From an optimization exercise on the open Yosys and OpenROAD flow, aimed at small area, a short achievable clock period and few clock cycles per item; shortcuts taken in it are not production practice.
In this exercise RTL edits were held to simulation tests only and were not proved equivalent to the original.
Power is estimated from default activity; no workload was simulated.

===== flow/run.sh =====
#!/bin/bash
# The standard layout (standard.sh), except for the port buffers: every port
# is buffered with sky130_fd_sc_hd__buf_1 (outputs drive only the 0.01 pF
# load) instead of the cell ORFS picks, and flow/ports.tcl then makes the
# buffers of input ports that fan out to several pins sky130_fd_sc_hd__buf_12,
# without the buffers placement put behind them.
set -euo pipefail
here=$(pwd)
bash standard.sh "BUFFER_PORTS_ARGS=-buffer_cell sky130_fd_sc_hd__buf_1" "PRE_RESIZE_TCL=$here/flow/ports.tcl" "POST_RESIZE_TCL=$here/flow/ports.tcl" finish > standard_flow.log 2>&1

===== flow/ports.tcl =====
# Run by ORFS just before and just after the resize step (PRE_RESIZE_TCL,
# POST_RESIZE_TCL). The ports were buffered with sky130_fd_sc_hd__buf_1
# (BUFFER_PORTS_ARGS). An input port's operand bit fans out to many gates:
# drop the buffers placement put behind the port's buffer and make the
# port's buffer a sky130_fd_sc_hd__buf_12 that drives them all itself.
proc my_is_buf {inst} {
  return [regexp {^sky130_fd_sc_hd__(clk)?buf_[0-9]+$} [[$inst getMaster] getName]]
}
proc my_out_net {inst} {
  foreach it [$inst getITerms] {
    if {[$it isOutputSignal]} { return [$it getNet] }
  }
  return "NULL"
}
set nrm 0
set nup 0
set block [ord::get_db_block]
foreach bt [$block getBTerms] {
  if {[$bt getIoType] != "INPUT"} { continue }
  set net [$bt getNet]
  if {$net eq "NULL"} { continue }
  set iterms [$net getITerms]
  if {[llength $iterms] != 1} { continue }
  set pbuf [[lindex $iterms 0] getInst]
  if {![my_is_buf $pbuf]} { continue }
  set onet [my_out_net $pbuf]
  if {$onet eq "NULL"} { continue }
  # buffers behind the port's buffer (one level, as placement leaves them)
  set behind {}
  foreach it [$onet getITerms] {
    set inst [$it getInst]
    if {$inst ne $pbuf && ![$it isOutputSignal] && [my_is_buf $inst]} {
      lappend behind [$inst getName]
    }
  }
  if {[llength $behind] > 0} {
    remove_buffers {*}$behind
    incr nrm [llength $behind]
  }
  set fanout [expr {[llength [[my_out_net $pbuf] getITerms]] - 1}]
  if {$fanout > 3 && [[$pbuf getMaster] getName] ne "sky130_fd_sc_hd__buf_12"} {
    replace_cell [$pbuf getName] sky130_fd_sc_hd__buf_12
    incr nup
  }
}
puts "Removed $nrm buffers behind input port buffers; made $nup input port buffers sky130_fd_sc_hd__buf_12"

===== standard.sh =====
#!/bin/bash
# synth_recipe.tcl (not shown) runs the flow's synth.tcl, then flattens the netlist and writes it again
# the make line also repeats each setting of config.mk as NAME=value (left out here)
make -C /OpenROAD-flow-scripts/flow DESIGN_CONFIG=/design/flow/config.mk WORK_HOME=/design/flow/orfs CLKGATE_MAP_FILE= SYNTH_SCRIPT=/design/flow/synth_recipe.tcl "${@:-finish}"

===== config.mk =====
export PLATFORM = sky130hd
export DESIGN_NAME = systolic_array_nxn
export DESIGN_NICKNAME = systolic_array_nxn
export VERILOG_FILES = /design/flow/design.v
export SDC_FILE = /design/flow/constraint.sdc
export NUM_CORES = 4
export LEC_CHECK = 0
export CAP_MARGIN = 20
export CORE_MARGIN = 2
export CORE_UTILIZATION = 40
export SETUP_SLACK_MARGIN = 3.1
export SLEW_MARGIN = 20
export SYNTH_HIERARCHICAL = 1
export SYNTH_MINIMUM_KEEP_SIZE = 0

===== constraint.sdc =====
create_clock -name core_clock -period 6.0 [get_ports {clk}]
set_input_delay 1.2000 -clock core_clock [delete_from_list [all_inputs] [get_ports {clk}]]
set_output_delay 1.2000 -clock core_clock [all_outputs]
set_load 0.01 [all_outputs]

===== design.v =====
module systolic_array_nxn #(
    parameter int unsigned N      = 4,
    parameter int unsigned DATA_W = 8,
    parameter int unsigned K_MAX  = 16,
    parameter int unsigned ACC_W  = 20,
    localparam int unsigned KW    = $clog2(K_MAX + 1)
) (
    input  logic                   clk,
    input  logic                   rst,
    input  logic                   enable,
    input  logic                   start,
    input  logic [KW-1:0]          k_len,
    input  logic                   in_valid,
    input  logic [N*DATA_W-1:0]    a_col,
    input  logic [N*DATA_W-1:0]    b_row,
    input  logic                   out_ready,
    output logic                   busy,
    output logic                   in_ready,
    output logic                   out_valid,
    output logic [N*N*ACC_W-1:0]   c_flat,
    output logic                   ovf
);
    localparam int unsigned PW = 29;    
    localparam logic [1:0] StIdle  = 2'd0;
    localparam logic [1:0] StFeed  = 2'd1;
    localparam logic [1:0] StFlush = 2'd2;
    localparam logic [1:0] StDone  = 2'd3;
    logic [1:0]        state_q, state_d;
    logic [KW-1:0]     rem_q, rem_d;
    logic              busy_q, rdy_q, out_valid_q, idle_q;
    logic [PW-1:0]     p_q   [N][N];        
    logic [ACC_W-1:0]  acc_q [N][N];
    logic accept;
    assign in_ready = rdy_q & enable;
    assign accept   = in_valid & in_ready;
    for (genvar i = 0; i < N; i++) begin : g_row
        for (genvar j = 0; j < N; j++) begin : g_col
            logic [PW-1:0]    np_d;
            logic [ACC_W-1:0] nsum;    
            prod_tree u_prod (
                .a  (a_col[i*DATA_W +: DATA_W]),
                .b  (b_row[j*DATA_W +: DATA_W]),
                .np (np_d)
            );
            always_ff @(posedge clk) p_q[i][j] <= ~(np_d | {PW{~accept}});
            acc_add u_acc (
                .acc (acc_q[i][j]),
                .p   (p_q[i][j]),
                .ns  (nsum)
            );
            always_ff @(posedge clk) acc_q[i][j] <= ~(nsum | {ACC_W{idle_q}});
        end
    end
    always_comb begin
        state_d = state_q;
        rem_d   = rem_q;
        case (state_q)
            StIdle: begin
                if (start) begin
                    rem_d   = k_len;
                    state_d = (k_len == '0) ? StDone : StFeed;
                end
            end
            StFeed: begin
                if (accept) begin
                    rem_d = rem_q - KW'(1);
                    if (rem_q == KW'(1)) state_d = StFlush;
                end
            end
            StFlush: state_d = StDone;
            StDone: begin
                if (out_ready) state_d = StIdle;
            end
            default: state_d = StIdle;
        endcase
    end
    always_ff @(posedge clk or posedge rst) begin
        if (rst) begin
            state_q     <= StIdle;
            rem_q       <= '0;
            busy_q      <= 1'b0;
            rdy_q       <= 1'b0;
            out_valid_q <= 1'b0;
            idle_q      <= 1'b1;
        end else if (enable) begin
            state_q     <= state_d;
            rem_q       <= rem_d;
            busy_q      <= (state_d != StIdle);
            rdy_q       <= (state_d == StFeed);
            out_valid_q <= (state_d == StDone);
            idle_q      <= (state_d == StIdle);
        end
    end
    always_comb begin
        for (int i = 0; i < N; i++) begin
            for (int j = 0; j < N; j++) begin
                c_flat[(i*N+j)*ACC_W +: ACC_W] = acc_q[i][j];
            end
        end
    end
    assign busy      = busy_q;
    assign out_valid = out_valid_q;
    assign ovf       = 1'b0;
endmodule
module prod_tree (
    input  logic [7:0] a,
    input  logic [7:0] b,
    output logic [28:0] np
);
    logic n4, n5, n6, n7, n8, n10, n11, n12, n13, n14, n15, n16, n17, n18, n19, n20, n21, n22, n23, n24, n25, n26, n27, n28, n29, n30, n31, n32, n33, n34, n35, n36, n37, n38, n39, n40, n41, n42, n43, n44, n45, n46, n47, n48, n49, n50, n51, n52, n53, n54, n55, n56, n57, n58, n59, n60, n61, n62, n63, n65, n66, n67, n68, n69, n70, n71, n72, n73, n74, n75, n76, n77, n78, n79, n80, n81, n82, n83, n84, n85, n86, n87, n88, n89, n90, n91, n92, n93, n94, n95, n96, n97, n98, n99, n100, n101, n102, n103, n104, n105, n106, n107, n108, n109, n110, n111, n112, n113, n114, n115, n116, n117, n118, n119, n120, n121, n122, n123, n124;
    assign np[0] = ~(a[0] & b[0]);
    assign np[1] = ~(a[0] & b[1]);
    assign np[3] = ~(a[0] & b[2]);
    assign n4 = ~(a[0] & b[3]);
    assign n5 = ~(a[0] & b[4]);
    assign n6 = ~(a[0] & b[5]);
    assign n7 = ~(a[0] & b[6]);
    assign n8 = ~(a[0] & b[7]);
    assign np[2] = ~(a[1] & b[0]);
    assign n10 = ~(a[1] & b[1]);
    assign n11 = ~(a[1] & b[2]);
    assign n12 = ~(a[1] & b[3]);
    assign n13 = ~(a[1] & b[4]);
    assign n14 = ~(a[1] & b[5]);
    assign n15 = ~(a[1] & b[6]);
    assign n16 = ~(a[1] & b[7]);
    assign n17 = ~(a[2] & b[0]);
    assign n18 = ~(a[2] & b[1]);
    assign n19 = ~(a[2] & b[2]);
    assign n20 = ~(a[2] & b[3]);
    assign n21 = ~(a[2] & b[4]);
    assign n22 = ~(a[2] & b[5]);
    assign n23 = ~(a[2] & b[6]);
    assign n24 = ~(a[2] & b[7]);
    assign n25 = ~(a[3] & b[0]);
    assign n26 = ~(a[3] & b[1]);
    assign n27 = ~(a[3] & b[2]);
    assign n28 = ~(a[3] & b[3]);
    assign n29 = ~(a[3] & b[4]);
    assign n30 = ~(a[3] & b[5]);
    assign n31 = ~(a[3] & b[6]);
    assign n32 = ~(a[3] & b[7]);
    assign n33 = ~(a[4] & b[0]);
    assign n34 = ~(a[4] & b[1]);
    assign n35 = ~(a[4] & b[2]);
    assign n36 = ~(a[4] & b[3]);
    assign n37 = ~(a[4] & b[4]);
    assign n38 = ~(a[4] & b[5]);
    assign n39 = ~(a[4] & b[6]);
    assign n40 = ~(a[4] & b[7]);
    assign n41 = ~(a[5] & b[0]);
    assign n42 = ~(a[5] & b[1]);
    assign n43 = ~(a[5] & b[2]);
    assign n44 = ~(a[5] & b[3]);
    assign n45 = ~(a[5] & b[4]);
    assign n46 = ~(a[5] & b[5]);
    assign n47 = ~(a[5] & b[6]);
    assign n48 = ~(a[5] & b[7]);
    assign n49 = ~(a[6] & b[0]);
    assign n50 = ~(a[6] & b[1]);
    assign n51 = ~(a[6] & b[2]);
    assign n52 = ~(a[6] & b[3]);
    assign n53 = ~(a[6] & b[4]);
    assign n54 = ~(a[6] & b[5]);
    assign n55 = ~(a[6] & b[6]);
    assign n56 = ~(a[6] & b[7]);
    assign n57 = ~(a[7] & b[0]);
    assign n58 = ~(a[7] & b[1]);
    assign n59 = ~(a[7] & b[2]);
    assign n60 = ~(a[7] & b[3]);
    assign n61 = ~(a[7] & b[4]);
    assign n62 = ~(a[7] & b[5]);
    assign n63 = ~(a[7] & b[6]);
    assign np[27] = ~(a[7] & b[7]);
    fa u66 (.x(n21), .y(n14), .z(1'b1), .s(n65), .co(n66));
    fa u68 (.x(n29), .y(n15), .z(n22), .s(n67), .co(n68));
    fa u70 (.x(n43), .y(n36), .z(1'b1), .s(n69), .co(n70));
    fa u72 (.x(n30), .y(n16), .z(n23), .s(n71), .co(n72));
    fa u74 (.x(n44), .y(n37), .z(1'b1), .s(n73), .co(n74));
    fa u76 (.x(n38), .y(n24), .z(n31), .s(n75), .co(n76));
    fa u78 (.x(n19), .y(n12), .z(1'b1), .s(n77), .co(n78));
    fa u80 (.x(n27), .y(n13), .z(n20), .s(n79), .co(n80));
    fa u82 (.x(n41), .y(n34), .z(1'b1), .s(n81), .co(n82));
    fa u84 (.x(n42), .y(n28), .z(n35), .s(n83), .co(n84));
    fa u86 (.x(n65), .y(n49), .z(n7), .s(n85), .co(n86));
    fa u88 (.x(n8), .y(n50), .z(n57), .s(n87), .co(n88));
    fa u90 (.x(n67), .y(n66), .z(n69), .s(n89), .co(n90));
    fa u92 (.x(n70), .y(n51), .z(n58), .s(n91), .co(n92));
    fa u94 (.x(n71), .y(n73), .z(n68), .s(n93), .co(n94));
    fa u96 (.x(n59), .y(n45), .z(n52), .s(n95), .co(n96));
    fa u98 (.x(n75), .y(n74), .z(n72), .s(n97), .co(n98));
    fa u100 (.x(n46), .y(n32), .z(n39), .s(n99), .co(n100));
    fa u102 (.x(n76), .y(n53), .z(n60), .s(n101), .co(n102));
    fa u104 (.x(n54), .y(n40), .z(n47), .s(n103), .co(n104));
    fa u106 (.x(n18), .y(n11), .z(1'b1), .s(n105), .co(n106));
    fa u108 (.x(n5), .y(n26), .z(n33), .s(n107), .co(n108));
    fa u110 (.x(n81), .y(n6), .z(n78), .s(n109), .co(n110));
    fa u112 (.x(n83), .y(n82), .z(n80), .s(n111), .co(n112));
    fa u114 (.x(n86), .y(n84), .z(n87), .s(n113), .co(n114));
    fa u116 (.x(n90), .y(n88), .z(n91), .s(n115), .co(n116));
    fa u118 (.x(n94), .y(n95), .z(n92), .s(n117), .co(n118));
    fa u120 (.x(n101), .y(n96), .z(n99), .s(n119), .co(n120));
    fa u122 (.x(n103), .y(n61), .z(n100), .s(n121), .co(n122));
    fa u124 (.x(n62), .y(n48), .z(n55), .s(n123), .co(n124));
    fa u126 (.x(n17), .y(n10), .z(1'b1), .s(np[4]), .co(np[5]));
    fa u128 (.x(n105), .y(n25), .z(n4), .s(np[6]), .co(np[7]));
    fa u130 (.x(n107), .y(n106), .z(n77), .s(np[8]), .co(np[9]));
    fa u132 (.x(n109), .y(n108), .z(n79), .s(np[10]), .co(np[11]));
    fa u134 (.x(n111), .y(n110), .z(n85), .s(np[12]), .co(np[13]));
    fa u136 (.x(n113), .y(n112), .z(n89), .s(np[14]), .co(np[15]));
    fa u138 (.x(n115), .y(n93), .z(n114), .s(np[16]), .co(np[17]));
    fa u140 (.x(n117), .y(n97), .z(n116), .s(np[18]), .co(np[19]));
    fa u142 (.x(n119), .y(n98), .z(n118), .s(np[20]), .co(np[21]));
    fa u144 (.x(n120), .y(n102), .z(n121), .s(np[22]), .co(np[24]));
    fa u146 (.x(n122), .y(n104), .z(n123), .s(np[23]), .co(np[26]));
    fa u148 (.x(n124), .y(n56), .z(n63), .s(np[25]), .co(np[28]));
endmodule
module acc_add (
    input  logic [19:0] acc,
    input  logic [28:0] p,
    output logic [19:0] ns
);
    logic n1, n2, n3, n4, n5, n6, n7, n8, n9, n10, n11, n12, n13, n14, n15, n16, n17, n18, n19, n20, n21, n22, n23, n24, n25, n26, n27, n28, n29, n30, n31, n32, n33, n34, n35, n36, n37, n38, n39, n40, n41, n42, n43, n44, n45, n46, n47, n48, n49, n50, n51, n52, n53, n54, n55, n56, n57, n58, n59, n60, n61, n62, n63, n64, n65, n66, n67, n68, n69, n70, n71, n72, n73, n74, n75, n76, n77, n78, n79, n80, n81, n82, n83, n84, n85, n86, n87, n88, n89, n90, n91, n92, n93, n94, n95, n96, n97, n98, n99, n100, n101, n102, n103, n104, n105, n106, n107, n108, n109, n110, n111, n112, n113, n114, n115, n116, n117, n118, n119, n120, n121, n122, n123, n124, n125, n126, n127, n128, n129, n130, n131, n132, n133, n134;
    assign n1 = acc[1] ^ p[1];
    assign n2 = acc[1] & p[1];
    fa u4 (.x(p[4]), .y(acc[2]), .z(p[3]), .s(n3), .co(n4));
    fa u6 (.x(p[6]), .y(acc[3]), .z(p[5]), .s(n5), .co(n6));
    fa u8 (.x(p[8]), .y(acc[4]), .z(p[7]), .s(n7), .co(n8));
    fa u10 (.x(p[9]), .y(acc[5]), .z(p[10]), .s(n9), .co(n10));
    fa u12 (.x(p[12]), .y(acc[6]), .z(p[11]), .s(n11), .co(n12));
    fa u14 (.x(p[14]), .y(acc[7]), .z(p[13]), .s(n13), .co(n14));
    fa u16 (.x(p[16]), .y(acc[8]), .z(p[15]), .s(n15), .co(n16));
    fa u18 (.x(p[18]), .y(acc[9]), .z(p[17]), .s(n17), .co(n18));
    fa u20 (.x(p[20]), .y(acc[10]), .z(p[19]), .s(n19), .co(n20));
    fa u22 (.x(p[22]), .y(acc[11]), .z(p[21]), .s(n21), .co(n22));
    fa u24 (.x(p[24]), .y(acc[12]), .z(p[23]), .s(n23), .co(n24));
    fa u26 (.x(p[26]), .y(acc[13]), .z(p[25]), .s(n25), .co(n26));
    fa u28 (.x(p[28]), .y(acc[14]), .z(p[27]), .s(n27), .co(n28));
    assign n29 = acc[0] & p[0];
    assign n30 = acc[0] ^ p[0];
    assign n31 = p[2] & n1;
    assign n32 = p[2] ^ n1;
    assign n33 = n2 & n3;
    assign n34 = n2 ^ n3;
    assign n35 = n4 & n5;
    assign n36 = n4 ^ n5;
    assign n37 = n6 & n7;
    assign n38 = n6 ^ n7;
    assign n39 = n8 & n9;
    assign n40 = n8 ^ n9;
    assign n41 = n10 & n11;
    assign n42 = n10 ^ n11;
    assign n43 = n12 & n13;
    assign n44 = n12 ^ n13;
    assign n45 = n14 & n15;
    assign n46 = n14 ^ n15;
    assign n47 = n16 & n17;
    assign n48 = n16 ^ n17;
    assign n49 = n18 & n19;
    assign n50 = n18 ^ n19;
    assign n51 = n20 & n21;
    assign n52 = n20 ^ n21;
    assign n53 = n22 & n23;
    assign n54 = n22 ^ n23;
    assign n55 = n24 & n25;
    assign n56 = n24 ^ n25;
    assign n57 = n26 & n27;
    assign n58 = n26 ^ n27;
    assign n59 = acc[15] & n28;
    assign n60 = acc[15] ^ n28;
    assign n61 = acc[16] & 1'b0;
    assign n62 = acc[16] ^ 1'b0;
    assign n63 = acc[17] & 1'b0;
    assign n64 = acc[17] ^ 1'b0;
    assign n65 = acc[18] & 1'b0;
    assign n66 = acc[18] ^ 1'b0;
    assign n67 = acc[19] & 1'b0;
    assign n68 = acc[19] ^ 1'b0;
    assign n69 = n31 | (n32 & n29);
    assign n70 = n32 & n30;
    assign n71 = n35 | (n36 & n33);
    assign n72 = n36 & n34;
    assign n73 = n39 | (n40 & n37);
    assign n74 = n40 & n38;
    assign n75 = n43 | (n44 & n41);
    assign n76 = n44 & n42;
    assign n77 = n47 | (n48 & n45);
    assign n78 = n48 & n46;
    assign n79 = n51 | (n52 & n49);
    assign n80 = n52 & n50;
    assign n81 = n55 | (n56 & n53);
    assign n82 = n56 & n54;
    assign n83 = n59 | (n60 & n57);
    assign n84 = n60 & n58;
    assign n85 = n63 | (n64 & n61);
    assign n86 = n64 & n62;
    assign n87 = n67 | (n68 & n65);
    assign n88 = n68 & n66;
    assign n89 = n71 | (n72 & n69);
    assign n90 = n72 & n70;
    assign n91 = n75 | (n76 & n73);
    assign n92 = n76 & n74;
    assign n93 = n79 | (n80 & n77);
    assign n94 = n80 & n78;
    assign n95 = n83 | (n84 & n81);
    assign n96 = n84 & n82;
    assign n97 = n87 | (n88 & n85);
    assign n98 = n88 & n86;
    assign n99 = n91 | (n92 & n89);
    assign n100 = n92 & n90;
    assign n101 = n95 | (n96 & n93);
    assign n102 = n96 & n94;
    assign n103 = n101 | (n102 & n99);
    assign n104 = n102 & n100;
    assign n105 = n93 | (n94 & n99);
    assign n106 = n94 & n100;
    assign n107 = n97 | (n98 & n103);
    assign n108 = n98 & n104;
    assign n109 = n73 | (n74 & n89);
    assign n110 = n74 & n90;
    assign n111 = n77 | (n78 & n99);
    assign n112 = n78 & n100;
    assign n113 = n81 | (n82 & n105);
    assign n114 = n82 & n106;
    assign n115 = n85 | (n86 & n103);
    assign n116 = n86 & n104;
    assign n117 = n33 | (n34 & n69);
    assign n118 = n34 & n70;
    assign n119 = n37 | (n38 & n89);
    assign n120 = n38 & n90;
    assign n121 = n41 | (n42 & n109);
    assign n122 = n42 & n110;
    assign n123 = n45 | (n46 & n99);
    assign n124 = n46 & n100;
    assign n125 = n49 | (n50 & n111);
    assign n126 = n50 & n112;
    assign n127 = n53 | (n54 & n105);
    assign n128 = n54 & n106;
    assign n129 = n57 | (n58 & n113);
    assign n130 = n58 & n114;
    assign n131 = n61 | (n62 & n103);
    assign n132 = n62 & n104;
    assign n133 = n65 | (n66 & n115);
    assign n134 = n66 & n116;
    assign ns[0] = ~n30;
    assign ns[1] = ~(n32 ^ n29);
    assign ns[2] = ~(n34 ^ n69);
    assign ns[3] = ~(n36 ^ n117);
    assign ns[4] = ~(n38 ^ n89);
    assign ns[5] = ~(n40 ^ n119);
    assign ns[6] = ~(n42 ^ n109);
    assign ns[7] = ~(n44 ^ n121);
    assign ns[8] = ~(n46 ^ n99);
    assign ns[9] = ~(n48 ^ n123);
    assign ns[10] = ~(n50 ^ n111);
    assign ns[11] = ~(n52 ^ n125);
    assign ns[12] = ~(n54 ^ n105);
    assign ns[13] = ~(n56 ^ n127);
    assign ns[14] = ~(n58 ^ n113);
    assign ns[15] = ~(n60 ^ n129);
    assign ns[16] = ~(n62 ^ n103);
    assign ns[17] = ~(n64 ^ n131);
    assign ns[18] = ~(n66 ^ n115);
    assign ns[19] = ~(n68 ^ n133);
endmodule
module fa (
    input  logic x,
    input  logic y,
    input  logic z,
    output logic s,
    output logic co
);
    assign s  = x ^ y ^ z;
    assign co = (x & y) | (x & z) | (y & z);
endmodule

==> impl_metrics.toml, run 1 <==
[timing]
tightest_slew_ns = 0.866
rsz0062_at_grt = "true"
post-route-period-util_pct = 48.6
final.setup.tns_ns = 0
fin_skew_ns = 0.0291
clock.fmax_mhz = 343
period_minus_slack_ns = 2.91
maxSlewHeadroom_pct = 42.3
drv_slew = 0
setup_violations = 0
holdWs_ns = 0.440
finalHoldViolCount = 0

[floorplan]
die_area_um2 = 144000
die_y_um = 380
num_rows = 137
io_pins = 399
die_w_um = 380
coreArea_um2 = 140000
start_util_pct = 40.4

[global_routing]
grt_overflow = 0
grt_use_total_pct = 20.1
antenna_found_initial = 3
grt_max_degree = 159
grt_pass1_vias = 39631
grt_pass1_wl_um = 226000

[setup_path]
worstPathArrival_ns = 3.50
rrSetupSlack_ns = 3.19
max_stage_delay_ns = 0.53
crit_cells = 7
endpoint_kind = "register"
crit_path_start_kind = "input port"
critPathRequiredTime_ns = 6.58
rr_startpoint = "acc_q[10][11]"
critPathMaxFanout = 32
rr_endpoint = "acc_q[10][17]"
cp_slowest_cell = "fa_2"
path_delay_family = "adder cells"
path_buf_inv = 1
path_cells = "buf_16, nand2_1, fa_1, fa_2, fa_1, fa_2, nor2_1"
path_class = "input port to register"
r2r_cells = 9

[power_and_ir_drop]
leakage_nw = 26.5
pwr_density_cell_nw_per_um2 = 315
max-vdd-ir-drop_mv = 0.256

[placement]
numPortBuffers = 397
place.gp.congestion = 0.826
detailed_place_hpwl_um = 102000

[logic_synthesis]
ys_types = 48
synth_area_leaders = "fa_1, dfxtp_1, nand2_1"
ys_ff_latch = 795
post-synth-top-count-cell = "nand2_1"
async_reset_ff_share_pct = 1.38
yosys-top-cells-count = "nand2_1, fa_1, nor2_1"
avgSynthCellArea_um2 = 10.6
synth_edf_count = 0
yosysTopAreaCell = "fa_1"
ys.flop_type = "dfxtp_1"
syn_area_um2 = 56600
synth_cells = 5314
synth_warnings = 11
seq_area_frac_synth_pct = 28.2
synth_top_area_share_pct = 35.7

[layout]
drive_gt1_share_pct = 13.1
num_antenna_cells = 0
fin_util_pct = 45.7
syn2layout_area_growth_pct = 13.0
nNetsFinal = 6966

[route]
drtIter0Drc = 2047
vias = 37260
drc_errors = 0
wl_per_cell_um = 20.6
dr.pass1.iters = 5
wl_um = 155000
via_per_inst = 4.94
ant_nets = 0

[cts]
clk_latency_ns = 0.73
path_clk_slew_ns = 0.06
cts_max_level = 3
cts_tree = "built"
numCtsBuffers = 99
cts_root_buf = "clkbuf_16"
cts_buffer_depth = 3
cts.sinks = 795

[job]
cap_violations = 0

[outcome]
status = "no timing/DRC/antenna violations"

[worst_hold_path]
hold_path_class = "input port to async pin"
-- power breakdown --
group	leakage [nW]	total, mW	switching (mW)	internal, mW
clock	1.70	6.24	2.47	3.77
combinational	18.3	6.91	4.06	2.85
sequential	6.51	7.01	0.902	6.11
-- Yosys stat by module (local to each module, per instance) --
module              times used  flip-flops and latches
prod_tree                   16                       0
fa                         880                       0
acc_add                     16                       0
systolic_array_nxn           1                     795
-- worst max path at each step --
stage                           start            to  slack (ns)
after CTS                 acc_q[7][5]  acc_q[7][15]        3.07
after detailed placement    b_row[28]    p_q[3][18]        2.29
after global placement      b_row[31]    p_q[7][18]        1.54
final                       b_row[23]    p_q[2][18]        3.09
after floorplan             a_col[28]   p_q[14][20]        2.67
after global routing      acc_q[7][7]  acc_q[7][14]        3.08
-- repair_timing --
item	CTS	global route
cloned	0	25
setup buffers	0	1
hold buffers	0	0
endpoints found under the setup margin	7	54
gates resized for setup	4	46
hold endpoints to repair	0	0
pin swaps	0	3
-- flip-flops by register name, summed over array words and instances, names as in the netlist --
signal,count
acc_q,320
busy_q,1
idle_q,1
out_valid_q,1
p_q,464
rdy_q,1
rem_q,5
state_q,2
-- layout by cell type (no fill, tap or decap), types with 20 or more instances in the layout --
cell type,synthesis,final
fa_2,0,174
inv_1,262,262
o21a_1,32,32
o21ai_1,32,32
o21ai_2,34,31
nand2_2,32,100
dfxtp_1,784,779
xnor2_1,128,128
fa_1,1008,834
clkinv_2,0,20
buf_16,0,34
o21ai_0,24,24
a211oi_2,32,31
clkbuf_8,0,24
nand2_4,0,56
nand2b_1,33,33
buf_1,0,331
nor2_1,839,839
clkbuf_16,0,126
buf_12,0,36
a21oi_1,100,99
ha_1,290,290
conb_1,17,113
nand2_1,1126,1002
a21oi_2,32,33
-- kinds of logic after synthesis --
kind of cell / synth area share, %
and+or+nand+nor: 14.3
adders and majority gates: 42.1
DFF: 28.2
buffers and inverters: 7.80
AOI/OAI and AO/OA: 5.28
xor gates and xnor gates: 2.23
other: 0.113
-- worst register-to-register path: stages (launching register included) --
cell and delay (ns):
dfxtp_1 0.51, fa_1 0.46, ha_1 0.43, nand2_2 0.10, a211oi_2 0.18, o21ai_2 0.14, a21oi_1 0.41, ha_1 0.25
xnor2_1 0.14, nor2_1 0.06
-- per-stage QoR --
step           std cells  area, µm²  total power, mW  setup WS, ns
2_1_floorplan       5410      58500             11.9          2.67
3_3_place_gp        7404      59000             13.8          1.54
3_5_place_dp        7341      59500             14.0          2.29
4_1_cts             7522      63000             20.4          3.07
5_1_grt             7549      63900             21.7          3.08
6_report            7549      63900             20.2          3.09
-- routing by layer --
layer / vias up / global-route usage, % / wire (µm)
met1: 19207 / 26.2 / 65800
met3: 170 / 5.12 / 12400
met4: 0 / 5.17 / 3100
met5: - / 0 / 0
met2: 1094 / 33.2 / 74100
li1: 16789 / - / -
-- area by class of cell --
type | instances | area (µm²)
multi-input cells | 4004 | 37600
well taps | 1876 | 2350
clock inverters | 47 | 549
inverters | 263 | 987
flip-flops and latches | 795 | 16000
repair buffers | 430 | 3550
fillers | 13199 | 76000
clock buffers | 134 | 2890
Testbench counts, summed over its fixed seeds: cycles 44,891, jobs 3,200.
==> run 2: changes to the inputs <==
--- a/config.mk
+++ b/config.mk
@@ -10,3 +10,3 @@
 export CORE_UTILIZATION = 40
-export SETUP_SLACK_MARGIN = 3.1
+export SETUP_SLACK_MARGIN = 2.6
 export SLEW_MARGIN = 20
==> run 2 against run 1 <==
Net effect: critical path type unchanged; non-clock buffer count shrank 25; highest routed layer unchanged; sequential share of layout area grew 0.88 points; critical path depth is the same; area after synthesis is the same; register-to-register slack lost 0.08 ns; critical endpoint is now p_q[4][18]; maximum frequency shrank 2.4%; largest power group unchanged; synthesized cell count is the same; die area is the same; clock-buffer cell count is the same; clock skew shrank 0.0023 ns; cell count shrank 0.46%; still clean on timing, DRC and antenna; utilization shrank 1.6 points.
==> impl_metrics.toml, run 2 <==
[logic_synthesis]
synth_area_leaders = "fa_1, dfxtp_1, nand2_1"
ys_ff_latch = 795
ys_types = 48
syn_area_um2 = 56600
seq_area_frac_synth_pct = 28.2
post-synth-top-count-cell = "nand2_1"
avgSynthCellArea_um2 = 10.6
synth_warnings = 11
yosys-top-cells-count = "nand2_1, fa_1, nor2_1"
synth_cells = 5314
async_reset_ff_share_pct = 1.38
yosysTopAreaCell = "fa_1"
ys.flop_type = "dfxtp_1"
synth_top_area_share_pct = 35.7
synth_edf_count = 0

[timing]
final.setup.tns_ns = 0
finalHoldViolCount = 0
post-route-period-util_pct = 49.8
setup_slack_ns = 3.01
setup_violations = 0
holdWs_ns = 0.455
maxSlewHeadroom_pct = 39.7
tightest_slew_ns = 0.905
period_minus_slack_ns = 2.99
fin_skew_ns = 0.0268
rsz0062_at_grt = "false"
clock.fmax_mhz = 335
drv_slew = 0

[placement]
placed_area_um2 = 58500
post-place-cells = 7343
numPortBuffers = 397
pre_cts_slack_ns = 2.29
place.gp.congestion = 0.826
detailed_place_hpwl_um = 101000

[layout]
num_antenna_cells = 0
layout_commonest_cell = "nand2_1"
fill_cells = 13364
fin_util_pct = 44.1
stdcell_area_um2 = 61700
seqCellArea_um2 = 16000
layout_common_cells = "nand2_1, fa_1, nor2_1, dfxtp_1, buf_1"
regMostFlops = "p_q"
multiInputGateArea_um2 = 36600
instances_no_fill = 7514
nNetsFinal = 6938
largest_reg_flops = 464
largestRegisters = "p_q (464), acc_q (320), rem_q (5)"
drive_gt1_share_pct = 7.01
syn2layout_area_growth_pct = 9.10

[cts]
path_clk_slew_ns = 0.06
clk_latency_ns = 0.72
post_cts_buffers = 0
cts_max_level = 3
cts.sinks = 795
cts_root_buf = "clkbuf_16"
cts_resized = 0
numCtsBuffers = 96
cts_buffer_depth = 3
ctsHoldBuffers = 0
cts_tree = "built"

[route]
via_per_inst = 4.87
wl_um = 137000
ant_nets = 0
drc_errors = 0
vias = 36620
wl_per_cell_um = 18.2
drtIter0Drc = 1919
dr.pass1.iters = 5

[setup_path]
endpoint_kind = "register"
rrSetupSlack_ns = 3.11
critPathMaxFanout = 32
path_class = "input port to register"
path_delay_family = "adder cells"
worstPathArrival_ns = 3.55
path_buf_inv = 1
crit_path_start_kind = "input port"
max_stage_delay_ns = 0.52
crit_cells = 7
path_common_cell = "fa_1"
path_cells = "buf_12, nand2_1, fa_1, fa_1, fa_1, fa_1, nor2_1"
cp_slowest_cell = "fa_1"
critPathRequiredTime_ns = 6.56
r2r_cells = 9

[global_routing]
grt_pass1_vias = 40124
grt_overflow = 0
grt_pass1_wl_um = 224000
grt_max_degree = 178
grt_use_total_pct = 19.6
antenna_found_initial = 0

[job]
cap_violations = 0

[floorplan]
coreArea_um2 = 140000
io_pins = 399
start_util_pct = 40.4
die_area_um2 = 144000
die_y_um = 380
die_w_um = 380
num_rows = 137

[power_and_ir_drop]
p_total_mw = 19.6
max-vdd-ir-drop_mv = 0.220
pwr_density_cell_nw_per_um2 = 318
leakage_nw = 25.7

[outcome]
status = "no timing/DRC/antenna violations"

[worst_hold_path]
hold_path_class = "input port to async pin"
[run 2: cell counts after synthesis]
Identical to the previous run, type by type.
[run 2: area by class of cell]
| cell class | instances | share of cell area (%) |
|---|---|---|
| Inverter | 263 | 1.60 |
| Clock inverter | 37 | 0.734 |
| Timing Repair Buffer | 405 | 4.29 |
| Sequential cell | 795 | 25.9 |
| Multi-Input combinational cell | 4004 | 59.2 |
| Tap cell | 1876 | 3.80 |
| Clock buffer | 134 | 4.47 |
[run 2: worst paths after layout]
kind                               start             to
setup / recovery               a_col[12]     p_q[4][18]
hold / removal                       rst       rem_q[1]
setup reg to reg             acc_q[7][5]   acc_q[7][15]
hold reg to reg            acc_q[15][19]  acc_q[15][19]
max in group asynchronous            rst         idle_q
min in group core_clock    acc_q[15][19]  acc_q[15][19]
[run 2: metal layers]
metal | wire (µm) | share of wire [%] | GRT usage (%)
met1 | 58700 | 43 | 25.5
met2 | 63800 | 47 | 31.9
met3 | 9540 | 7.0 | 5.02
met4 | 4670 | 3.4 | 6.61
met5 | 0 | 0 | 0
[run 2: logic make-up (layout without fill, tap and decap cells)]
group | Yosys count | after routing | share of synthesized area [%]
compound gates | 375 | 375 | 5.28
xor+xnor | 144 | 144 | 2.23
fa+ha+maj | 1298 | 1298 | 42.1
buf+inv | 611 | 839 | 7.80
flops | 795 | 795 | 28.2
other cells | 17 | 113 | 0.113
simple gates | 2074 | 2074 | 14.3
[run 2: power breakdown]
part / switching, mW / internal [mW]
clock: 2.43 / 3.55
combinational: 3.94 / 2.70
sequential: 0.871 / 6.11
total: 7.24 / 12.4
[run 2: modules after synthesis, one instance, submodules excluded]
module              times used  cells inside
systolic_array_nxn           1          1730
fa                         880             1
acc_add                     16            88
prod_tree                   16            81
==> run 3: changes to the inputs <==
--- a/config.mk
+++ b/config.mk
@@ -9,3 +9,3 @@
 export CORE_MARGIN = 2
-export CORE_UTILIZATION = 40
+export CORE_UTILIZATION = 55
 export SETUP_SLACK_MARGIN = 2.6
==> run 3 against run 2 <==
Net effect: critical path type unchanged; maximum frequency is 2.1% lower; non-clock buffer count fell by 1; utilization is 16 points higher; still clean; global-route usage up 6.0 points; sequential share of layout area rose by 0.30 points; die area shrank 27%; area after synthesis is the same; hold slack better by 0.037 ns; cell count down 6.8%.
==> impl_metrics.toml, run 3 <==
[placement]
numPortBuffers = 397
place.gp.congestion = 0.819
detailed_place_hpwl_um = 94100
pre_cts_slack_ns = 2.30

[floorplan]
die_w_um = 325
coreArea_um2 = 102000
io_pins = 399
num_rows = 117
start_util_pct = 55.5
die_area_um2 = 105000
die_y_um = 325

[layout]
layout_common_cells = "nand2_1, fa_1, nor2_1, dfxtp_1, buf_1"
drive_gt1_share_pct = 6.89
syn2layout_area_growth_pct = 7.84
fill_cells = 8804
regMostFlops = "p_q"
fin_util_pct = 59.9
largestRegisters = "p_q (464), acc_q (320), rem_q (5)"
layout_commonest_cell = "nand2_1"
nNetsFinal = 6935
multiInputGateArea_um2 = 36600
seqCellArea_um2 = 16000
largest_reg_flops = 464

[setup_path]
critPathRequiredTime_ns = 6.52
path_class = "input port to register"
crit_path_start_kind = "input port"
r2r_cells = 9
rr_endpoint = "acc_q[10][14]"
crit_start = "b_row[12]"
worstPathArrival_ns = 3.56
endpoint_kind = "register"
critPathMaxFanout = 32
rrSetupSlack_ns = 3.23
rr_startpoint = "acc_q[10][2]"

[logic_synthesis]
synth_warnings = 11
syn_area_um2 = 56600
avgSynthCellArea_um2 = 10.6
seq_area_frac_synth_pct = 28.2
synth_top_area_share_pct = 35.7
synth_cells = 5314
yosysTopAreaCell = "fa_1"
post-synth-top-count-cell = "nand2_1"
ys_ff_latch = 795
synth_edf_count = 0
ys_types = 48
async_reset_ff_share_pct = 1.38
ys.flop_type = "dfxtp_1"
yosys-top-cells-count = "nand2_1, fa_1, nor2_1"
synth_area_leaders = "fa_1, dfxtp_1, nand2_1"

[timing]
drv_slew = 0
clock.fmax_mhz = 328
period_minus_slack_ns = 3.05
finalHoldViolCount = 0
tightest_slew_ns = 0.925
post-route-period-util_pct = 50.8
maxSlewHeadroom_pct = 38.3
final.setup.tns_ns = 0
rsz0062_at_grt = "false"
setup_violations = 0
fin_skew_ns = 0.0186
setup_slack_ns = 2.95
holdWs_ns = 0.493

[route]
drc_errors = 0
drtIter0Drc = 1575
wl_um = 129000
dr.pass1.iters = 5
via_per_inst = 5.16
vias = 36173
ant_nets = 0
wl_per_cell_um = 18.4

[cts]
clk_latency_ns = 0.67
cts_resized = 0
path_clk_slew_ns = 0.06
numCtsBuffers = 94
cts_max_level = 3
ctsHoldBuffers = 0
cts_root_buf = "clkbuf_16"
post_cts_buffers = 0
cts.sinks = 795
cts_tree = "built"
cts_buffer_depth = 3

[power_and_ir_drop]
max-vdd-ir-drop_mv = 0.257
p_seq_share_pct = 35.8
leakage_nw = 25.7
p_total_mw = 19.3
p_switching_mw = 6.99
switching_share_pct = 36.3
intPower_mw = 12.3
share_comb_of_total_power_pct = 34.3
p_clk_share_pct = 30.0
pwr_density_cell_nw_per_um2 = 316

[global_routing]
grt_max_degree = 170
grt_use_total_pct = 25.6
grt_pass1_vias = 39156
antenna_found_initial = 1
grt_pass1_wl_um = 213000
grt_overflow = 0

[worst_hold_path]
hold_path_class = "input port to async pin"

[job]
cap_violations = 0

[outcome]
status = "no timing/DRC/antenna violations"
[run 3: cell counts after synthesis]
Identical to the previous run, type by type.
[run 3: worst max path at each step]
| stage | endpoint | slack (ns) | cells after the start |
|---|---|---|---|
| floorplan | p_q[14][18] | 2.62 | 7 |
| global route | p_q[11][18] | 2.95 | 7 |
| finish | p_q[1][18] | 2.95 | 7 |
| CTS | p_q[1][18] | 3.02 | 7 |
| detailed placement | p_q[1][18] | 2.30 | 7 |
| global placement | p_q[10][20] | 1.59 | 8 |
[run 3: metal layers]
layer  global-route usage [%]  routed length, µm  part of all wire (%)
met1                     33.6              54700                    42
met2                     42.3              61700                    48
met3                     5.95               8470                   6.6
met4                     8.21               4290                   3.3
met5                        0                  0                     0
[run 3: stage by stage]
stage	cells	cell area (µm²)
after floorplan	5410	56900
after global placement	6875	57200
after detailed placement	6834	57900
after CTS	7003	61000
after global routing	7003	61000
final	7004	61000
[run 3: logic make-up (layout without fill, tap and decap cells)]
group                      Yosys count  after routing  share of synthesized area [%]
and+or+nand+nor                   2074           2074                           14.3
DFF                                795            795                           28.2
buffers and inverters              611            836                           7.80
adders and majority gates         1298           1298                           42.1
xor gates and xnor gates           144            144                           2.23
other                               17            114                          0.113
AOI/OAI and AO/OA                  375            375                           5.28
[run 3: final cells by class]
class,instances,share of cell area (%)
clock inverters,29,0.498
flip-flops and latches,795,26.2
repair buffers,404,4.38
multi-input cells,4004,59.9
diodes,1,0.00410
well taps,1368,2.81
inverters,263,1.62
clock buffers,140,4.59
[run 3: modules after synthesis, one instance, submodules excluded]
| module | cells | copies in the design | flops+latches |
|---|---|---|---|
| acc_add | 88 | 16 | 0 |
| fa | 1 | 880 | 0 |
| prod_tree | 81 | 16 | 0 |
| systolic_array_nxn | 1730 | 1 | 795 |
[run 3: power by group through the flow]
stage | clock (mW) | sequential [mW] | combinational, mW
detailed placement | 0 | 7.03 | 6.65
global placement | 0 | 7.03 | 6.47
global route | 6.14 | 7.03 | 7.63
floorplan | 0 | 7.08 | 4.65
CTS | 5.92 | 6.92 | 6.72
finish | 5.77 | 6.89 | 6.60
[run 3: critical path, stage by stage]
cell and delay [ns]:
buf_12 0.20, nand2_1 0.12, fa_1 0.51, fa_1 0.45
fa_1 0.47, fa_1 0.52, nor2_1 0.05
==> run 4: changes to the inputs <==
--- a/config.mk
+++ b/config.mk
@@ -10,2 +10,5 @@
 export CORE_UTILIZATION = 55
+export CTS_BUF_LIST = sky130_fd_sc_hd__clkbuf_8
+export CTS_CLUSTER_DIAMETER = 80
+export CTS_CLUSTER_SIZE = 14
 export SETUP_SLACK_MARGIN = 2.6
==> run 4 against run 3 <==
Net effect: utilization decreased by 2.0 points; critical endpoint unchanged; power decreased by 15%; still clean; largest power group unchanged; clock power decreased by 48%; largest cell class unchanged; design area decreased by 3.3%.
==> impl_metrics.toml, run 4 <==
[timing]
setup_violations = 0
maxSlewHeadroom_pct = 36.9
drv_slew = 0
post-route-period-util_pct = 49.6
holdWs_ns = 0.443
finalHoldViolCount = 0
clock.fmax_mhz = 336
tightest_slew_ns = 0.946
period_minus_slack_ns = 2.98
fin_skew_ns = 0.0347
final.setup.tns_ns = 0
setup_slack_ns = 3.02
rsz0062_at_grt = "false"

[placement]
detailed_place_hpwl_um = 94100
numPortBuffers = 397
placed_area_um2 = 57900
place.gp.congestion = 0.819
pre_cts_slack_ns = 2.30
post-place-cells = 6834

[logic_synthesis]
seq_area_frac_synth_pct = 28.2
ys.flop_type = "dfxtp_1"
synth_area_leaders = "fa_1, dfxtp_1, nand2_1"
avgSynthCellArea_um2 = 10.6
synth_edf_count = 0
syn_area_um2 = 56600
ys_types = 48
yosysTopAreaCell = "fa_1"
synth_top_area_share_pct = 35.7
synth_cells = 5314
synth_warnings = 11
async_reset_ff_share_pct = 1.38
yosys-top-cells-count = "nand2_1, fa_1, nor2_1"
ys_ff_latch = 795
post-synth-top-count-cell = "nand2_1"

[cts]
numCtsBuffers = 67
cts_resized = 0
cts_root_buf = "clkbuf_8"
path_clk_slew_ns = 0.10
cts_max_level = 3
ctsHoldBuffers = 0
cts_tree = "built"
post_cts_buffers = 0
cts_buffer_depth = 3
cts.sinks = 795
clk_latency_ns = 0.74

[floorplan]
die_area_um2 = 105000
die_y_um = 325
die_w_um = 325
io_pins = 399
coreArea_um2 = 102000
num_rows = 117
start_util_pct = 55.5

[route]
drtIter0Drc = 1721
ant_nets = 0
via_per_inst = 5.18
wl_per_cell_um = 18.5
vias = 35852
dr.pass1.iters = 5
wl_um = 128000
drc_errors = 0

[setup_path]
path_class = "input port to register"
crit_path_start_kind = "input port"
worstPathArrival_ns = 3.55
endpoint_kind = "register"
critPathMaxFanout = 32
critPathRequiredTime_ns = 6.58

[layout]
seqCellArea_um2 = 16000
largestRegisters = "p_q (464), acc_q (320), rem_q (5)"
fill_cells = 9015
instances_no_fill = 6920
drive_gt1_share_pct = 5.73
nNetsFinal = 6908
multiInputGateArea_um2 = 36600
syn2layout_area_growth_pct = 4.26
layout_common_cells = "nand2_1, fa_1, nor2_1, dfxtp_1, buf_1"
layout_commonest_cell = "nand2_1"
regMostFlops = "p_q"
stdcell_area_um2 = 59000
largest_reg_flops = 464

[power_and_ir_drop]
max-vdd-ir-drop_mv = 0.201
pwr_density_cell_nw_per_um2 = 279
leakage_nw = 24.7

[outcome]
status = "no timing/DRC/antenna violations"

[global_routing]
grt_overflow = 0
grt_use_total_pct = 25.4
grt_max_degree = 170
grt_pass1_wl_um = 212000
grt_pass1_vias = 38794
antenna_found_initial = 3

[worst_hold_path]
hold_path_class = "input port to async pin"

[job]
cap_violations = 0
[run 4: cell counts after synthesis]
Identical to the previous run, type by type.
[run 4: worst max-delay path: stages]
cell and delay, ns:
buf_12 0.19, nand2_1 0.12, fa_1 0.51, fa_1 0.45, fa_1 0.47, fa_1 0.51, nor2_1 0.05
[run 4: cells by family after synthesis]
logic type      synth area share (%)
buf+inv                         7.80
xor+xnor                        2.23
other cells                    0.113
simple gates                    14.3
compound gates                  5.28
flops                           28.2
fa+ha+maj                       42.1
[run 4: per-module statistics from Yosys, one instance, submodules excluded]
| module | area (µm²) | copies in the design |
|---|---|---|
| fa | 20.0 | 880 |
| systolic_array_nxn | 19800 | 1 |
| acc_add | 769 | 16 |
| prod_tree | 427 | 16 |
[run 4: area by class of cell]
cell class | instances | area share, %
clock inverter | 9 | 0.0658
antenna | 2 | 0.00849
clock buffer | 75 | 1.75
inverter | 263 | 1.67
timing repair buffer | 404 | 4.54
sequential | 795 | 27.1
tap | 1368 | 2.90
multi-input combinational | 4004 | 62.0
[run 4: where the power goes]
part | internal [mW] | switching [mW]
Combinational | 2.69 | 3.89
Clock | 1.12 | 1.86
Sequential | 6.10 | 0.784
Total | 9.91 | 6.54
[run 4: path summary, 6_finish.rpt]
kind,start,slack [ns],depth (start not counted),end
setup / recovery,b_row[12],3.02,7,p_q[1][18]
setup reg to reg,acc_q[4][11],3.22,9,acc_q[4][15]
min in group core_clock,acc_q[1][19],0.51,2,acc_q[1][19]
max in group asynchronous,rst,5.22,2,idle_q
hold reg to reg,acc_q[1][19],0.51,2,acc_q[1][19]
hold / removal,rst,0.44,2,rem_q[4]
[run 4: stage by stage]
| stage | util [%] | total power, mW |
|---|---|---|
| after floorplan | - | 11.7 |
| after global placement | 56.2 | 13.5 |
| after detailed placement | 56.8 | 13.7 |
| after CTS | 57.9 | 16.8 |
| after global routing | 57.9 | 18.0 |
| final | 57.9 | 16.4 |
[run 4: per-layer routing]
layer / vias up / GRT usage, % / part of all wire (%)
met1: 18316 / 33.7 / 43
li1: 16542 / - / -
met5: - / 0 / 0
met4: 0 / 7.59 / 2.7
met3: 169 / 5.31 / 6.2
met2: 825 / 42.1 / 48
==> run 5: changes to the inputs <==
--- a/config.mk
+++ b/config.mk
@@ -9,3 +9,3 @@
 export CORE_MARGIN = 2
-export CORE_UTILIZATION = 55
+export CORE_UTILIZATION = 40
 export CTS_BUF_LIST = sky130_fd_sc_hd__clkbuf_8
==> run 5 against run 4 <==
Net effect: area after synthesis is the same; hold slack lost 0.083 ns; sequential cell count is the same; critical path depth is the same; cell count grew 7.7%; maximum frequency grew 1.4%; critical endpoint is now p_q[9][18]; highest routed layer unchanged.
==> impl_metrics.toml, run 5 <==
[route]
wl_met3_um = 9370
vias = 36323
drc_errors = 0
dr.pass1.iters = 6
top_layer = "met4"
route.met2.wl_um = 63300
wl_per_cell_um = 18.2
drtIter0Drc = 1889
wl_um = 135000
ant_nets = 0
wl_met1_um = 58200
via_per_inst = 4.87

[power_and_ir_drop]
intPower_mw = 10.2
p_switching_mw = 6.83
switching_share_pct = 40.1
share_comb_of_total_power_pct = 39.0
leakage_nw = 24.9
p_seq_share_pct = 40.9
p_clk_share_pct = 20.1
max-vdd-ir-drop_mv = 0.191
pwr_density_cell_nw_per_um2 = 284

[cts]
cts_root_buf = "clkbuf_8"
numCtsBuffers = 74
post_cts_buffers = 0
cts_tree = "built"
cts_buffer_depth = 3
ctsHoldBuffers = 0
cts.sinks = 795
path_clk_slew_ns = 0.10
cts_resized = 0
cts_max_level = 3
clk_latency_ns = 0.82

[floorplan]
die_w_um = 380
num_rows = 137
io_pins = 399
start_util_pct = 40.4
die_area_um2 = 144000
coreArea_um2 = 140000
die_y_um = 380

[logic_synthesis]
async_reset_ff_share_pct = 1.38
synth_warnings = 11
synth_edf_count = 0
ys_ff_latch = 795
syn_area_um2 = 56600
synth_cells = 5314
avgSynthCellArea_um2 = 10.6
synth_top_area_share_pct = 35.7
yosys-top-cells-count = "nand2_1, fa_1, nor2_1"
yosysTopAreaCell = "fa_1"
ys_types = 48
seq_area_frac_synth_pct = 28.2
post-synth-top-count-cell = "nand2_1"
synth_area_leaders = "fa_1, dfxtp_1, nand2_1"
ys.flop_type = "dfxtp_1"

[setup_path]
crit_path_start_kind = "input port"
critPathRequiredTime_ns = 6.63
path_cells = "buf_12, nand2_1, fa_1, fa_1, fa_1, fa_1, nor2_1"
path_class = "input port to register"
endpoint = "p_q[9][18]"
cp_slowest_cell = "fa_1"
critPathMaxFanout = 32
r2r_cells = 9
rr_startpoint = "acc_q[7][5]"
worstPathArrival_ns = 3.56
rrSetupSlack_ns = 3.11
endpoint_kind = "register"
crit_start = "b_row[12]"
rr_endpoint = "acc_q[7][15]"
path_common_cell = "fa_1"
max_stage_delay_ns = 0.53

[layout]
drive_gt1_share_pct = 6.21
multiInputGateArea_um2 = 36600
layout_common_cells = "nand2_1, fa_1, nor2_1, dfxtp_1, buf_1"
largest_reg_flops = 464
syn2layout_area_growth_pct = 5.90
fin_util_pct = 42.8
layout_commonest_cell = "nand2_1"
stdcell_area_um2 = 59900
regMostFlops = "p_q"
largestRegisters = "p_q (464), acc_q (320), rem_q (5)"
nNetsFinal = 6916
seqCellArea_um2 = 16000
fill_cells = 13566

[job]
cap_violations = 0

[timing]
rsz0062_at_grt = "false"
setup_slack_ns = 3.06
setup_violations = 0
tightest_slew_ns = 0.933
maxSlewHeadroom_pct = 37.8
finalHoldViolCount = 0
period_minus_slack_ns = 2.94
clock.fmax_mhz = 341
fin_skew_ns = 0.0558
final.setup.tns_ns = 0
drv_slew = 0
post-route-period-util_pct = 48.9

[outcome]
status = "no timing/DRC/antenna violations"

[placement]
place.gp.congestion = 0.826
placed_area_um2 = 58500
pre_cts_slack_ns = 2.29
numPortBuffers = 397
detailed_place_hpwl_um = 101000

[worst_hold_path]
hold_path_class = "input port to async pin"

[global_routing]
grt_use_total_pct = 19.4
grt_overflow = 0
grt_pass1_wl_um = 221000
antenna_found_initial = 2
grt_pass1_vias = 39726
grt_max_degree = 178
run 5: cell types whose count changed in the layout (fill, tap and decap cells not counted), sizes merged:
cell and change:
bufinv +3, diode +3, clkbuf +7, inv +5, buf +1, clkinv +5, clkinvlp +3
run 5: worst min-delay path by stage:
stage and to:
6_report out_valid_q, 3_3_place_gp acc_q[7][19], 5_1_grt out_valid_q, 3_5_place_dp busy_q, 2_1_floorplan rem_q[1], 4_1_cts out_valid_q
run 5: cells by family after synthesis:
logic type               after synthesis  synth area share, %
AO/OA/AOI/OAI                        375                 5.28
adder cells (fa/ha/maj)             1298                 42.1
XOR/XNOR                             144                 2.23
buffers and inverters                611                 7.80
AND/OR/NAND/NOR                     2074                 14.3
flip-flops                           795                 28.2
other                                 17                0.113
run 5: per-stage QoR:
stage	hold WS (ns)	instances	power (mW)
detailed placement	0.487	7343	13.8
floorplan	0.473	5410	11.7
global route	0.331	7455	18.6
global placement	0.488	7384	13.6
finish	0.360	7455	17.0
CTS	0.259	7450	17.4
run 5: power by group through the flow:
stage	clock [mW]	sequential, mW	combinational [mW]
5_1_grt	3.76	7.12	7.68
3_5_place_dp	0	7.12	6.70
3_3_place_gp	0	7.12	6.49
6_report	3.42	6.97	6.63
2_1_floorplan	0	7.08	4.65
4_1_cts	3.60	7.00	6.77
run 5: modules after synthesis (local to each module, per instance):
| module | times used | cell area [µm²] |
|---|---|---|
| systolic_array_nxn | 1 | 19800 |
| fa | 880 | 20.0 |
| prod_tree | 16 | 427 |
| acc_add | 16 | 769 |
run 5: final cells by class:
class                   instances  area share (%)
clock inverters                25           0.430
clock buffers                  82            1.88
diodes                          5          0.0209
multi-input cells            4004            61.0
inverters                     263            1.65
flip-flops and latches        795            26.7
repair buffers                405            4.42
well taps                    1876            3.92
run 5: critical path, delay by kind of cell:
kind                       cells  cell delay, ns
buffers and inverters          1            0.16
and+or+nand+nor                2            0.17
adders and majority gates      4            1.99
run 5: per-layer routing:
metal / track usage (%) / vias up
met5: 0 / -
met4: 6.29 / 0
met3: 4.81 / 189
met2: 31.7 / 940
met1: 25.3 / 18620
li1: - / 16574
==> run 6: changes to the inputs <==
--- a/config.mk
+++ b/config.mk
@@ -13,3 +13,2 @@
 export CTS_CLUSTER_SIZE = 14
-export SETUP_SLACK_MARGIN = 2.6
 export SLEW_MARGIN = 20
==> run 6 against run 5 <==
Net effect: clock power barely moved; power did not move; via count did not move; cell count did not move; maximum frequency did not move; clock skew did not move; utilization did not move; die area did not move; global-route usage did not move; synthesized cell count did not move; sequential share of layout area did not move.
==> impl_metrics.toml, run 6 <==
[setup_path]
crit_path_start_kind = "input port"
max_stage_delay_ns = 0.53
critPathMaxFanout = 32
rr_endpoint = "acc_q[7][15]"
rrSetupSlack_ns = 3.11
worstPathArrival_ns = 3.56
r2r_cells = 9
critPathRequiredTime_ns = 6.63
cp_slowest_cell = "fa_1"
rr_startpoint = "acc_q[7][5]"
endpoint_kind = "register"
path_cells = "buf_12, nand2_1, fa_1, fa_1, fa_1, fa_1, nor2_1"
path_common_cell = "fa_1"
path_class = "input port to register"

[timing]
fin_skew_ns = 0.0558
period_minus_slack_ns = 2.94
setup_violations = 0
drv_slew = 0
holdWs_ns = 0.360
post-route-period-util_pct = 48.9
maxSlewHeadroom_pct = 37.8
final.setup.tns_ns = 0
clock.fmax_mhz = 341
setup_slack_ns = 3.06
finalHoldViolCount = 0
rsz0062_at_grt = "false"
tightest_slew_ns = 0.933

[placement]
numPortBuffers = 397
detailed_place_hpwl_um = 101000
pre_cts_slack_ns = 2.29
place.gp.congestion = 0.826

[power_and_ir_drop]
share_comb_of_total_power_pct = 39.0
p_clk_share_pct = 20.1
pwr_density_cell_nw_per_um2 = 284
intPower_mw = 10.2
max-vdd-ir-drop_mv = 0.191
leakage_nw = 24.9
p_switching_mw = 6.83
p_seq_share_pct = 40.9
switching_share_pct = 40.1

[cts]
path_clk_slew_ns = 0.10
cts_resized = 0
cts.sinks = 795
cts_buffer_depth = 3
cts_max_level = 3
numCtsBuffers = 74
clk_latency_ns = 0.82
ctsHoldBuffers = 0
cts_tree = "built"
post_cts_buffers = 0
cts_root_buf = "clkbuf_8"

[logic_synthesis]
syn_area_um2 = 56600
ys.flop_type = "dfxtp_1"
async_reset_ff_share_pct = 1.38
post-synth-top-count-cell = "nand2_1"
yosys-top-cells-count = "nand2_1, fa_1, nor2_1"
synth_edf_count = 0
avgSynthCellArea_um2 = 10.6
synth_warnings = 11
synth-compound-area-share_pct = 5.28
synth_top_family_by_area = "adder cells"
synthAdderAreaFrac_pct = 42.1
synthMuxAreaShare_pct = 0
synth_cells = 5314
seq_area_frac_synth_pct = 28.2
ys_ff_latch = 795
synth_top_area_share_pct = 35.7
yosysTopAreaCell = "fa_1"
synthSimpleGateAreaFrac_pct = 14.3
synth-xor-area-share_pct = 2.23
synth_area_leaders = "fa_1, dfxtp_1, nand2_1"
ys_types = 48

[floorplan]
io_pins = 399
num_rows = 137
coreArea_um2 = 140000
die_y_um = 380
die_area_um2 = 144000
die_w_um = 380
start_util_pct = 40.4

[layout]
drive_gt1_share_pct = 6.21
nNetsFinal = 6916
fill_cells = 13566
layout_common_cells = "nand2_1, fa_1, nor2_1, dfxtp_1, buf_1"
largestRegisters = "p_q (464), acc_q (320), rem_q (5)"
layout_commonest_cell = "nand2_1"
syn2layout_area_growth_pct = 5.90
largest_reg_flops = 464
regMostFlops = "p_q"

[route]
wl_um = 135000
dr.pass1.iters = 6
ant_nets = 0
drc_errors = 0
via_per_inst = 4.87
vias = 36323
wl_per_cell_um = 18.2
drtIter0Drc = 1889

[global_routing]
antenna_found_initial = 2
grt_use_total_pct = 19.4
grt_overflow = 0
grt_max_degree = 178
grt_pass1_wl_um = 221000
grt_pass1_vias = 39726

[worst_hold_path]
hold_path_class = "input port to async pin"

[outcome]
status = "no timing/DRC/antenna violations"

[job]
cap_violations = 0
[run 6: cell counts in the layout (fill, tap and decap cells not counted)]
Identical to the previous run, type by type.
[run 6: modules after synthesis (local to each module, per instance)]
module / cell area (µm²) / flip-flops and latches / times used / cells
acc_add: 769 / 0 / 16 / 88
systolic_array_nxn: 19800 / 795 / 1 / 1730
prod_tree: 427 / 0 / 16 / 81
fa: 20.0 / 0 / 880 / 1
[run 6: worst max-delay path by stage]
stage	slack [ns]	from	cells after the start	endpoint
after floorplan	2.62	a_col[28]	7	p_q[14][18]
after global routing	2.98	acc_q[4][13]	9	acc_q[4][19]
after detailed placement	2.29	a_col[12]	7	p_q[4][18]
after CTS	3.10	acc_q[7][5]	9	acc_q[7][15]
after global placement	1.78	b_row[13]	7	p_q[5][16]
final	3.06	b_row[12]	7	p_q[9][18]
[run 6: metal layers]
metal / up-vias / part of all wire (%) / track usage, % / routed length [µm]
met5: - / 0 / 0 / 0
met4: 0 / 3.4 / 6.29 / 4590
met3: 189 / 6.9 / 4.81 / 9370
met2: 940 / 47 / 31.7 / 63300
met1: 18620 / 43 / 25.3 / 58200
li1: 16574 / - / - / -
[run 6: logic make-up (layout without fill, tap and decap cells)]
family	count (synthesis)	count (layout)
DFF	795	795
AOI/OAI and AO/OA	375	375
adders and majority gates	1298	1298
xor gates and xnor gates	144	144
and+or+nand+nor	2074	2074
other	17	118
buffers and inverters	611	775
[run 6: power by group through the flow]
stage               Combinational, mW  Clock [mW]  Sequential (mW)
detailed placement               6.70           0             7.12
floorplan                        4.65           0             7.08
finish                           6.63        3.42             6.97
global placement                 6.49           0             7.12
CTS                              6.77        3.60             7.00
global route                     7.68        3.76             7.12
[run 6: cell type report]
cell class,instances,area [µm²],share of cell area (%)
Clock buffer,82,1130,1.88
Antenna cell,5,12.5,0.0209
Timing Repair Buffer,405,2650,4.42
Sequential cell,795,16000,26.7
Clock inverter,25,258,0.430
Tap cell,1876,2350,3.92
Multi-Input combinational cell,4004,36600,61.0
Inverter,263,987,1.65
[run 6: metrics by stage]
| step | instance area (µm²) | util (%) | power [mW] | cells |
|---|---|---|---|---|
| 6_report | 59900 | 42.8 | 17.0 | 7455 |
| 2_1_floorplan | 56900 | - | 11.7 | 5410 |
| 3_5_place_dp | 58500 | 41.8 | 13.8 | 7343 |
| 3_3_place_gp | 57800 | 41.3 | 13.6 | 7384 |
| 4_1_cts | 59900 | 42.8 | 17.4 | 7450 |
| 5_1_grt | 59900 | 42.8 | 18.6 | 7455 |
[run 6: critical path, delay by kind of cell]
kind | cells | cell delay (ns)
fa+ha+maj | 4 | 1.99
buf+inv | 1 | 0.16
simple gates | 2 | 0.17
==> run 7: changes to the inputs <==
--- a/config.mk
+++ b/config.mk
@@ -7,2 +7,3 @@
 export LEC_CHECK = 0
+export ABC_AREA = 1
 export CAP_MARGIN = 20
==> run 7 against run 6 <==
Net effect: die area increased by 0.11%; combinational power increased by 5.1%; power is 2.6% higher; sequential cell count stayed put; worst setup slack better by 0.028 ns; area after synthesis rose by 0.11%; via count rose by 0.54%; clock-buffer cell count rose by 2; register-to-register slack gained 0.06 ns; first-iteration DRC count shrank 11%; cell count increased by 3.2%; highest routed layer unchanged.
==> impl_metrics.toml, run 7 <==
[outcome]
status = "no timing/DRC/antenna violations"

[setup_path]
crit_start = "b_row[12]"
critPathRequiredTime_ns = 6.66
r2r_cells = 11
worstPathArrival_ns = 3.56
path_class = "input port to register"
crit_path_start_kind = "input port"
endpoint_kind = "register"
critPathMaxFanout = 32
rrSetupSlack_ns = 3.17
rr_endpoint = "acc_q[7][17]"
endpoint = "p_q[13][18]"
rr_startpoint = "acc_q[7][9]"

[logic_synthesis]
synth_top_area_share_pct = 35.6
async_reset_ff_share_pct = 1.38
post-synth-top-count-cell = "nand2_1"
ys_types = 34
avgSynthCellArea_um2 = 10.3
yosys-top-cells-count = "nand2_1, fa_1, nor2_1"
synth_edf_count = 0
syn_area_um2 = 56600
synth_area_leaders = "fa_1, dfxtp_1, nand2_1"
ys_ff_latch = 795
ys.flop_type = "dfxtp_1"
yosysTopAreaCell = "fa_1"
synth_warnings = 11
synth_cells = 5521
seq_area_frac_synth_pct = 28.2

[global_routing]
grt_pass1_wl_um = 218000
antenna_found_initial = 1
met3_usage_pct = 4.96
use_met1_pct = 24.6
grt_pass1_vias = 39482
grt_use_total_pct = 19.1
grt_busiest_layer = "met2"
grtUsageMet2_pct = 31.7
grt_max_degree = 157
grt_overflow = 0

[layout]
largest_reg_flops = 464
fin_util_pct = 42.4
regMostFlops = "p_q"
nNetsFinal = 7130
layout_common_cells = "nand2_1, fa_1, nor2_1, dfxtp_1, inv_1"
instances_no_fill = 7690
syn2layout_area_growth_pct = 5.72
largestRegisters = "p_q (464), acc_q (320), rem_q (5)"
layout_commonest_cell = "nand2_1"
fill_cells = 13796
drive_gt1_share_pct = 6.28

[cts]
clk_latency_ns = 0.80
numCtsBuffers = 80
cts_resized = 0
cts_buffer_depth = 3
path_clk_slew_ns = 0.11
cts_tree = "built"
cts.sinks = 795
cts_root_buf = "clkbuf_8"
post_cts_buffers = 0
ctsHoldBuffers = 0
cts_max_level = 3

[placement]
post-place-cells = 7565
detailed_place_hpwl_um = 98300
place.gp.congestion = 0.812
numPortBuffers = 397

[power_and_ir_drop]
p_seq_share_pct = 39.9
intPower_mw = 10.4
p_switching_mw = 7.11
leakage_nw = 25.8
max-vdd-ir-drop_mv = 0.208
switching_share_pct = 40.7
share_comb_of_total_power_pct = 39.9
p_clk_share_pct = 20.2
p_total_mw = 17.5
pwr_density_cell_nw_per_um2 = 292

[timing]
finalHoldViolCount = 0
rsz0062_at_grt = "false"
final.setup.tns_ns = 0
post-route-period-util_pct = 48.5
tightest_slew_ns = 0.798
holdWs_ns = 0.380
fin_skew_ns = 0.0493
clock.fmax_mhz = 344
setup_violations = 0
drv_slew = 0
maxSlewHeadroom_pct = 46.8
period_minus_slack_ns = 2.91

[route]
via_per_inst = 4.75
wl_per_cell_um = 17.2
dr.pass1.iters = 5
wl_um = 132000
vias = 36520
drc_errors = 0
drtIter0Drc = 1682
ant_nets = 0

[floorplan]
start_util_pct = 40.1
coreArea_um2 = 141000
die_area_um2 = 145000
io_pins = 399
die_w_um = 380
num_rows = 138
die_y_um = 380

[job]
cap_violations = 0

[worst_hold_path]
hold_path_class = "input port to async pin"
run 7: critical path, stage by stage:
cell	delay, ns
buf_12	0.18
nand2_1	0.13
fa_1	0.53
fa_1	0.46
fa_1	0.46
fa_1	0.50
nor2_1	0.05
run 7: worst min path at each step:
stage	startpoint	endpoint	slack [ns]
6_report	rst	out_valid_q	0.38
5_1_grt	rst	out_valid_q	0.38
4_1_cts	rst	out_valid_q	0.31
3_5_place_dp	busy_q	busy_q	0.47
3_3_place_gp	busy_q	busy_q	0.47
2_1_floorplan	rem_q[3]	rem_q[3]	0.47
run 7: cell type report:
class	instances	area [µm²]	share of cell area, %
Inverter	387	1460	2.44
Clock buffer	84	1160	1.93
Timing Repair Buffer	403	2640	4.41
Sequential cell	795	16000	26.7
Clock inverter	39	347	0.579
Antenna cell	2	5.00	0.00836
Multi-Input combinational cell	4090	35900	60.0
Tap cell	1890	2360	3.95
run 7: layer usage:
metal  part of all wire [%]  up-vias
li1                       -    16804
met2                     48      864
met3                    7.3      166
met4                    2.4        0
met5                      0        -
met1                     43    18686
run 7: cell families (layout without fill, tap and decap cells):
family	after synthesis	after routing	share of synthesized area (%)
AOI/OAI and AO/OA	138	138	1.47
and+or+nand+nor	2397	2397	16.9
buffers and inverters	732	913	9.01
adders and majority gates	1298	1298	42.0
other	17	115	0.113
xor gates and xnor gates	144	144	2.23
DFF	795	795	28.2
run 7: power by group through the flow:
stage	sequential [mW]	combinational (mW)	clock [mW]
2_1_floorplan	7.15	4.96	0
4_1_cts	7.01	7.14	3.74
5_1_grt	7.13	8.16	3.92
6_report	6.97	6.97	3.53
3_5_place_dp	7.13	7.08	0
3_3_place_gp	7.13	6.83	0
run 7: modules after synthesis (local to each module, per instance):
module,cells inside,times used
systolic_array_nxn,1761,1
acc_add,99,16
prod_tree,81,16
fa,1,880
run 7: through the flow:
stage               instance area [µm²]  setup WS (ns)
floorplan                         57000           2.62
global route                      59900           3.00
finish                            59900           3.09
global placement                  57700           1.79
detailed placement                58400           2.32
CTS                               59900           3.09

==> afterwards: timing with drivers on the ports <==
In the flow no input, the clock included, has a driving cell. The finished layouts below were timed again as built, in two steps.
Step 1 (the two cells are an assumption about what drives the block):
set clk [get_ports {clk}]
set_driving_cell -lib_cell sky130_fd_sc_hd__clkbuf_16 $clk
set_driving_cell -lib_cell sky130_fd_sc_hd__buf_2 [delete_from_list [all_inputs] $clk]
Step 2 moves the port delays by t, midway between the first and last clock arrival at a register: inputs arrive t later, outputs are due t later. That takes back most of the time a late clock gives input paths.
a / b / c = no drivers / after step 1 / after step 2; a / b = the first two.
| run | t, ns | slack for setup (ns) | hold WS [ns] | worst register clock-pin slew, ns | worst data-port slew with drivers (ns) |
|---|---|---|---|---|---|
| run 1 | 0.789 | 3.086 / 2.907 / 2.118 | 0.440 / 0.387 / 0.508 | 0.06 / 0.06 | 0.32 |
| run 2 | 0.782 | 3.014 / 3.002 / 2.220 | 0.455 / 0.405 / 0.509 | 0.06 / 0.06 | 0.13 |
| run 3 | 0.734 | 2.952 / 2.933 / 2.199 | 0.493 / 0.441 / 0.505 | 0.07 / 0.07 | 0.13 |
| run 4 | 0.792 | 3.022 / 3.002 / 2.210 | 0.443 / 0.394 / 0.514 | 0.11 / 0.11 | 0.13 |
| run 5 | 0.855 | 3.064 / 3.049 / 2.197 | 0.360 / 0.310 / 0.515 | 0.10 / 0.10 | 0.12 |
| run 6 | 0.855 | 3.064 / 3.049 / 2.197 | 0.360 / 0.310 / 0.515 | 0.10 / 0.10 | 0.12 |
| run 7 | 0.843 | 3.092 / 3.059 / 2.216 | 0.380 / 0.330 / 0.497 | 0.11 / 0.11 | 0.15 |
After both steps setup and hold are still met in every run listed. The setup slack of run 1, which loses most, moves by -0.179 ns with the drivers and by -0.968 ns with both steps.
